This is an optimization exercise on Yosys and OpenROAD, whose aim is small area, a short achievable clock period and few clock cycles per item, not a production implementation.
At most, simulation tests tie the RTL to the original design; equivalence was not proved.
Power and IR drop assume default switching activity.

== old ==
Design w4a8_gemm_top, start of the top module:
module w4a8_gemm_top (
  input  wire         ap_clk,
  input  wire         areset,
  input  wire         ap_start,
  input  wire         write_result,
  input  wire         a_req,
  input  wire  [31:0] a_data,
  input  wire         b_req,
  input  wire  [31:0] b_data,
  input  wire         out_ready,
  output wire         ap_idle,
  output wire         ap_done,
  output wire         ap_ready,
  output wire         a_ack,
  output wire         b_ack,
  output wire         out_valid,
  output wire  [31:0] out_data
);
==> module w4a8_gemm_top, before the edit <==
module w4a8_gemm_top (
  input  wire         ap_clk,
  input  wire         areset,
  input  wire         ap_start,
  input  wire         write_result,
  input  wire         a_req,
  input  wire  [31:0] a_data,
  input  wire         b_req,
  input  wire  [31:0] b_data,
  input  wire         out_ready,
  output wire         ap_idle,
  output wire         ap_done,
  output wire         ap_ready,
  output wire         a_ack,
  output wire         b_ack,
  output wire         out_valid,
  output wire  [31:0] out_data
);
  logic        run;        
  logic        done_q;
  logic        wr_q;
  logic        ack_a, ack_b;
  logic [1:0]  a_cnt;      
  logic        b_got;      
  logic [2:0]  cur;        
  logic [2:0]  sq;         
  logic [2:0]  pw;         
  logic        pv;         
  logic        ov;         
  logic [48-1:0] preg;
  logic [13:0] oreg;
  logic [31:0] areg;
  logic [31:0] breg;
  logic [48-1:0] part;
  logic [13:0] dot;
  wire xfer    = ov & out_ready;
  function automatic logic ok(input logic [2:0] w);
    ok = run & wr_q & b_got & ~w[2] & (w[1] ? (a_cnt == 2'd2) : (a_cnt == 2'd1));
  endfunction
  wire load    = run & wr_q & pv & (pw == cur) & (~ov | out_ready);
  wire [2:0] cur_n = cur + {2'b0, load};
  wire sq_ok   = ok(sq);
  wire [2:0] sq_n  = (sq_ok & (sq == cur_n)) ? cur_n + 3'd1 : cur_n;
  wire take_a  = run & a_req & ~ack_a &
                 (a_cnt == 2'd0 | (a_cnt == 2'd1 & (~wr_q | cur[1] | (cur[0] & load))));
  wire take_b  = run & b_req & ~ack_b & ~b_got;
  wire tiles   = (a_cnt == 2'd2) & ~ack_a & b_got & ~ack_b;
  wire fin     = run & tiles & (~wr_q | (cur[2] & (~ov | out_ready)));
  tile_mac_s1 mac_s1 (
    .a_row (areg),
    .b_row (sq[0] ? breg[31:16] : breg[15:0]),
    .part  (part)
  );
  tile_mac_s2 mac_s2 (
    .part  (preg),
    .dot   (dot)
  );
  always_ff @(posedge ap_clk) begin
    if (areset) begin
      run    <= 1'b0;
      done_q <= 1'b0;
      wr_q   <= 1'b0;
      ack_a  <= 1'b0;
      ack_b  <= 1'b0;
      a_cnt  <= '0;
      b_got  <= 1'b0;
      cur    <= '0;
      sq     <= '0;
      pw     <= '0;
      pv     <= 1'b0;
      ov     <= 1'b0;
    end else begin
      done_q <= fin;
      if (~run) begin
        if (ap_start & ~done_q) begin
          run   <= 1'b1;
          wr_q  <= write_result;
          a_cnt <= '0;
          b_got <= 1'b0;
          cur   <= '0;
          sq    <= '0;
        end
      end else if (fin) begin
        run <= 1'b0;
      end
      if (take_a) begin
        ack_a <= 1'b1;
        a_cnt <= a_cnt + 2'd1;
      end else if (~a_req) begin
        ack_a <= 1'b0;
      end
      if (take_b) begin
        ack_b <= 1'b1;
        b_got <= 1'b1;
      end else if (~b_req) begin
        ack_b <= 1'b0;
      end
      if (run) begin
        cur  <= cur_n;
        sq   <= sq_n;
      end
      pw   <= sq;
      pv   <= sq_ok;
      if (load) begin
        ov   <= 1'b1;
      end else if (xfer) begin
        ov   <= 1'b0;
      end
    end
  end
  always_ff @(posedge ap_clk) begin
    if (take_a) areg <= a_data;
    if (take_b) breg <= b_data;
    preg <= part;
    if (load)   oreg <= dot;
  end
  assign ap_idle   = ~run;
  assign ap_done   = done_q;
  assign ap_ready  = done_q;
  assign a_ack     = ack_a;
  assign b_ack     = ack_b;
  assign out_valid = ov;
  assign out_data  = {{18{oreg[13]}}, oreg};
endmodule
Settings: LEC_CHECK=0, CAP_MARGIN=20, CORE_MARGIN=2, CORE_UTILIZATION=40, CTS_BUF_LIST=sky130_fd_sc_hd__clkbuf_4 sky130_fd_sc_hd__clkbuf_8, SETUP_SLACK_MARGIN=5, SLEW_MARGIN=20; clock period 8.0 ns.
run.sh (not shown) runs the stock make flow with config.mk's settings and CLKGATE_MAP_FILE= SYNTH_SCRIPT=/design/flow/synth_recipe.tcl, a recipe that flattens the netlist after the stock synthesis.
Testbench counts of old, summed over its fixed seeds: cycles 31,250, jobs 3,200.
The following lists how new was set up differently from old:
-- flow/design.v --
<<< old, line 297
  logic [13:0] dot;
  wire xfer    = ov & out_ready;
  function automatic logic ok(input logic [2:0] w);
    ok = run & wr_q & b_got & ~w[2] & (w[1] ? (a_cnt == 2'd2) : (a_cnt == 2'd1));
  endfunction
  wire load    = run & wr_q & pv & (pw == cur) & (~ov | out_ready);
  wire [2:0] cur_n = cur + {2'b0, load};
  wire sq_ok   = ok(sq);
  wire [2:0] sq_n  = (sq_ok & (sq == cur_n)) ? cur_n + 3'd1 : cur_n;
  wire take_a  = run & a_req & ~ack_a &
                 (a_cnt == 2'd0 | (a_cnt == 2'd1 & (~wr_q | cur[1] | (cur[0] & load))));
  wire take_b  = run & b_req & ~ack_b & ~b_got;
  wire tiles   = (a_cnt == 2'd2) & ~ack_a & b_got & ~ack_b;
  wire fin     = run & tiles & (~wr_q | (cur[2] & (~ov | out_ready)));
  tile_mac_s1 mac_s1 (
    .a_row (areg),
    .b_row (sq[0] ? breg[31:16] : breg[15:0]),
    .part  (part)
>>> new, line 297
  logic [13:0] dot;
  wire xfer    = ov & out_ready;
  function automatic logic ok(input logic [2:0] w, input logic a1_in);
    ok = run & wr_q & b_got & ~w[2] & (w[1] ? (a_cnt == 2'd2 | a1_in) : (a_cnt == 2'd1));
  endfunction
  wire load    = run & wr_q & pv & (pw == cur) & (~ov | out_ready);
  wire [2:0] cur_n = cur + {2'b0, load};
  wire take_a  = run & a_req & ~ack_a &
                 (a_cnt == 2'd0 | (a_cnt == 2'd1 & (~wr_q | cur[1] | (cur[0] & load))));
  wire sq_ok   = ok(sq, take_a);
  wire [2:0] sq_n  = (sq_ok & (sq == cur_n)) ? cur_n + 3'd1 : cur_n;
  wire take_b  = run & b_req & ~ack_b & ~b_got;
  wire tiles   = (a_cnt == 2'd2) & ~ack_a & b_got & ~ack_b;
  wire fin     = run & tiles & (~wr_q | (cur[2] & (~ov | out_ready)));
  tile_mac_s1 mac_s1 (
    .a_row ((sq[1] & (a_cnt == 2'd1)) ? a_data : areg),
    .b_row (sq[0] ? breg[31:16] : breg[15:0]),
    .part  (part)
Results
- Summary — sequential-to-total area share from yosys stat, new relative to old: lower, by 2.9 points.
- Diff old -> new | instance count on the critical path | increase of 1
- Delta (new minus old): worst endpoint data arrival time grew by 0.14 ns, non-clock buffer instance count of the final layout grew by 65, number of vias after detailed routing grew by about 24%, worst hold slack shrank by 0.019 ns.
- | post-layout total power | new vs old | 6.1% higher |
- The setup slack after layout in new was lower than what old gave.
- The run with more routed wire is new, not old.
Function not checked in new: the RTL went through the layout flow alone.

---

Another version of the RTL of w4a8_gemm_top (not shown whole).
Size: ~740 cells after synthesis, ~140 flip-flops, roughly 110 I/O pins, roughly 0.0083 mm² of cells after synthesis.
// w4a8_gemm_top
module w4a8_gemm_top (
  input  wire         ap_clk,
  input  wire         areset,
  input  wire         ap_start,
  input  wire         write_result,
  input  wire         a_req,
  input  wire  [31:0] a_data,
  input  wire         b_req,
  input  wire  [31:0] b_data,
  input  wire         out_ready,
  output wire         ap_idle,
  output wire         ap_done,
  output wire         ap_ready,
  output wire         a_ack,
  output wire         b_ack,
  output wire         out_valid,
  output wire  [31:0] out_data
);
==> module w4a8_gemm_top, before the edit <==
module w4a8_gemm_top (
  input  wire         ap_clk,
  input  wire         areset,
  input  wire         ap_start,
  input  wire         write_result,
  input  wire         a_req,
  input  wire  [31:0] a_data,
  input  wire         b_req,
  input  wire  [31:0] b_data,
  input  wire         out_ready,
  output wire         ap_idle,
  output wire         ap_done,
  output wire         ap_ready,
  output wire         a_ack,
  output wire         b_ack,
  output wire         out_valid,
  output wire  [31:0] out_data
);
  logic        run;        
  logic        done_q;
  logic        wr_q;
  logic        ack_a, ack_b;
  logic [1:0]  a_cnt;      
  logic        b_got;      
  logic [2:0]  cur;        
  logic [2:0]  sq;         
  logic [2:0]  pw;         
  logic        pv;         
  logic        ov;         
  logic [48-1:0] preg;
  logic [13:0] oreg;
  logic [31:0] areg;
  logic [31:0] breg;
  logic [48-1:0] part;
  logic [13:0] dot;
  wire xfer    = ov & out_ready;
  function automatic logic ok(input logic [2:0] w);
    ok = run & wr_q & b_got & ~w[2] & (w[1] ? (a_cnt == 2'd2) : (a_cnt == 2'd1));
  endfunction
  wire ld_rdy  = run & wr_q & pv & (pw == cur);
  wire o_free  = ~ov | out_ready;
  wire load    = ld_rdy & o_free;
  wire [2:0] cur_p1 = cur + 3'd1;
  wire [2:0] cur_p2 = cur + 3'd2;
  wire [2:0] cur_n  = load ? cur_p1 : cur;
  wire sq_ok   = ok(sq);
  wire [2:0] sq_n0  = (sq_ok & (sq == cur))    ? cur_p1 : cur;
  wire [2:0] sq_n1  = (sq_ok & (sq == cur_p1)) ? cur_p2 : cur_p1;
  wire [2:0] sq_n   = load ? sq_n1 : sq_n0;
  wire a_free  = (a_cnt == 2'd0) | ((a_cnt == 2'd1) & (~wr_q | cur[1]));
  wire a_free1 = (a_cnt == 2'd1) & cur[0] & ld_rdy;
  wire take_a  = run & a_req & ~ack_a & (a_free | (a_free1 & o_free));
  wire take_b  = run & b_req & ~ack_b & ~b_got;
  wire tiles   = (a_cnt == 2'd2) & ~ack_a & b_got & ~ack_b;
  wire fin     = run & tiles & (~wr_q | (cur[2] & (~ov | out_ready)));
  tile_mac_s1 mac_s1 (
    .a_row (areg),
    .b_row (sq[0] ? breg[31:16] : breg[15:0]),
    .part  (part)
  );
  tile_mac_s2 mac_s2 (
    .part  (preg),
    .dot   (dot)
  );
  always_ff @(posedge ap_clk) begin
    if (areset) begin
      run    <= 1'b0;
      done_q <= 1'b0;
      wr_q   <= 1'b0;
      ack_a  <= 1'b0;
      ack_b  <= 1'b0;
      a_cnt  <= '0;
      b_got  <= 1'b0;
      cur    <= '0;
      sq     <= '0;
      pw     <= '0;
      pv     <= 1'b0;
      ov     <= 1'b0;
    end else begin
      done_q <= fin;
      if (~run) begin
        if (ap_start & ~done_q) begin
          run   <= 1'b1;
          wr_q  <= write_result;
          a_cnt <= '0;
          b_got <= 1'b0;
          cur   <= '0;
          sq    <= '0;
        end
      end else if (fin) begin
        run <= 1'b0;
      end
      if (take_a) begin
        ack_a <= 1'b1;
        a_cnt <= a_cnt + 2'd1;
      end else if (~a_req) begin
        ack_a <= 1'b0;
      end
      if (take_b) begin
        ack_b <= 1'b1;
        b_got <= 1'b1;
      end else if (~b_req) begin
        ack_b <= 1'b0;
      end
      if (run) begin
        cur  <= cur_n;
        sq   <= sq_n;
      end
      pw   <= sq;
      pv   <= sq_ok;
      if (load) begin
        ov   <= 1'b1;
      end else if (xfer) begin
        ov   <= 1'b0;
      end
    end
  end
  always_ff @(posedge ap_clk) begin
    if (take_a) areg <= a_data;
    if (take_b) breg <= b_data;
    preg <= part;
    if (load)   oreg <= dot;
  end
  assign ap_idle   = ~run;
  assign ap_done   = done_q;
  assign ap_ready  = done_q;
  assign a_ack     = ack_a;
  assign b_ack     = ack_b;
  assign out_valid = ov;
  assign out_data  = {{18{oreg[13]}}, oreg};
endmodule
clock: 8.0 ns
lec_check: 0
cap_margin: 20
core_margin: 2
core_utilization: 40
cts_buf_list: sky130_fd_sc_hd__clkbuf_4 sky130_fd_sc_hd__clkbuf_8
slew_margin: 20
standard.sh (not shown) runs the stock make flow with config.mk's settings and CLKGATE_MAP_FILE= SYNTH_SCRIPT=/design/flow/synth_recipe.tcl, a recipe that flattens the netlist after the stock synthesis.
==> flow/flow/run.sh <==
#!/bin/bash
set -euo pipefail
D=$PWD
SETUP_MARGIN=${SETUP_MARGIN:-5}
bash standard.sh synth > synth.log 2>&1
make -C "$FLOW_HOME" DESIGN_CONFIG=$D/config.mk WORK_HOME=$D/orfs CLKGATE_MAP_FILE= \
  SYNTH_SCRIPT=$D/synth_recipe.tcl \
  BUFFER_PORTS_ARGS="-buffer_cell sky130_fd_sc_hd__buf_2" \
  CTS_ARGS="-sink_clustering_enable -repair_clock_nets -dont_use_dummy_load -buf_list {sky130_fd_sc_hd__clkbuf_4 sky130_fd_sc_hd__clkbuf_8}" \
  SETUP_SLACK_MARGIN=$SETUP_MARGIN finish > layout.log 2>&1
R=$D/orfs/results/sky130hd/w4a8_gemm_top/base
: # left out here: write the final layout as DEF
The first run completed without violations.
Testbench counts at the start, summed over its fixed seeds: cycles 31,250, jobs 3,200.
Then changed:
--- a/flow/design.v
+++ b/flow/design.v
@@ -293,33 +293,26 @@
   logic [13:0] oreg;
   logic [31:0] areg;
   logic [31:0] breg;
   logic [48-1:0] part;
   logic [13:0] dot;
   wire xfer    = ov & out_ready;
-  function automatic logic ok(input logic [2:0] w);
-    ok = run & wr_q & b_got & ~w[2] & (w[1] ? (a_cnt == 2'd2) : (a_cnt == 2'd1));
+  function automatic logic ok(input logic [2:0] w, input logic a1_in);
+    ok = run & wr_q & b_got & ~w[2] & (w[1] ? (a_cnt == 2'd2 | a1_in) : (a_cnt == 2'd1));
   endfunction
-  wire ld_rdy  = run & wr_q & pv & (pw == cur);
-  wire o_free  = ~ov | out_ready;
-  wire load    = ld_rdy & o_free;
-  wire [2:0] cur_p1 = cur + 3'd1;
-  wire [2:0] cur_p2 = cur + 3'd2;
-  wire [2:0] cur_n  = load ? cur_p1 : cur;
-  wire sq_ok   = ok(sq);
-  wire [2:0] sq_n0  = (sq_ok & (sq == cur))    ? cur_p1 : cur;
-  wire [2:0] sq_n1  = (sq_ok & (sq == cur_p1)) ? cur_p2 : cur_p1;
-  wire [2:0] sq_n   = load ? sq_n1 : sq_n0;
-  wire a_free  = (a_cnt == 2'd0) | ((a_cnt == 2'd1) & (~wr_q | cur[1]));
-  wire a_free1 = (a_cnt == 2'd1) & cur[0] & ld_rdy;
-  wire take_a  = run & a_req & ~ack_a & (a_free | (a_free1 & o_free));
+  wire load    = run & wr_q & pv & (pw == cur) & (~ov | out_ready);
+  wire [2:0] cur_n = cur + {2'b0, load};
+  wire take_a  = run & a_req & ~ack_a &
+                 (a_cnt == 2'd0 | (a_cnt == 2'd1 & (~wr_q | cur[1] | (cur[0] & load))));
+  wire sq_ok   = ok(sq, take_a);
+  wire [2:0] sq_n  = (sq_ok & (sq == cur_n)) ? cur_n + 3'd1 : cur_n;
   wire take_b  = run & b_req & ~ack_b & ~b_got;
   wire tiles   = (a_cnt == 2'd2) & ~ack_a & b_got & ~ack_b;
   wire fin     = run & tiles & (~wr_q | (cur[2] & (~ov | out_ready)));
   tile_mac_s1 mac_s1 (
-    .a_row (areg),
+    .a_row ((sq[1] & (a_cnt == 2'd1)) ? a_data : areg),
     .b_row (sq[0] ? breg[31:16] : breg[15:0]),
     .part  (part)
   );
   tile_mac_s2 mac_s2 (
     .part  (preg),
     .dot   (dot)
=>
- The changed run completed with no timing, DRC or antenna violations
- die area came out higher by a little under a tenth
- wire length came out higher by about a fifth
- flip-flop and latch count is unchanged
- worst hold slack loses 0.016 ns
- count of clock-buffer cells in the layout is unchanged
- core utilization came out higher by 3.8 points
- fmax came out lower by a few percent
- register-to-register slack is about the same
For the second run of this note, only the layout was checked, not whether the RTL still works.

afterwards: timing with drivers on the ports:
In the flow no input, the clock included, has a driving cell. The finished layouts below were timed again as built, in two steps.
Step 1, drivers: a clkbuf_16 drives ap_clk and a buf_2 each remaining input, both assumed.
Step 2, shift: input delay + t, output delay - t, t = (earliest + latest rising clock arrival at the registers) / 2. This alone moves slack from input paths to output paths.
Slacks: no drivers / after step 1 / after step 2; pairs: no drivers / after step 1.
run	shift t [ns]	setup slack, ns	hold slack, ns	pins driven straight from the clock port
old	0.488	4.986 / 4.993 / 4.505	0.505 / 0.505 / 0.505	1
new	0.489	4.863 / 4.846 / 4.357	0.486 / 0.486 / 0.486	1
the first run of note 2	0.481	4.964 / 4.964 / 4.873	0.505 / 0.505 / 0.505	1
the second run of note 2	0.476	4.849 / 4.841 / 4.365	0.489 / 0.489 / 0.489	1
After both steps setup and hold are still met in every run listed. For new, which loses most, drivers alone change the setup slack by -0.017 ns; drivers and shift together by -0.506 ns.
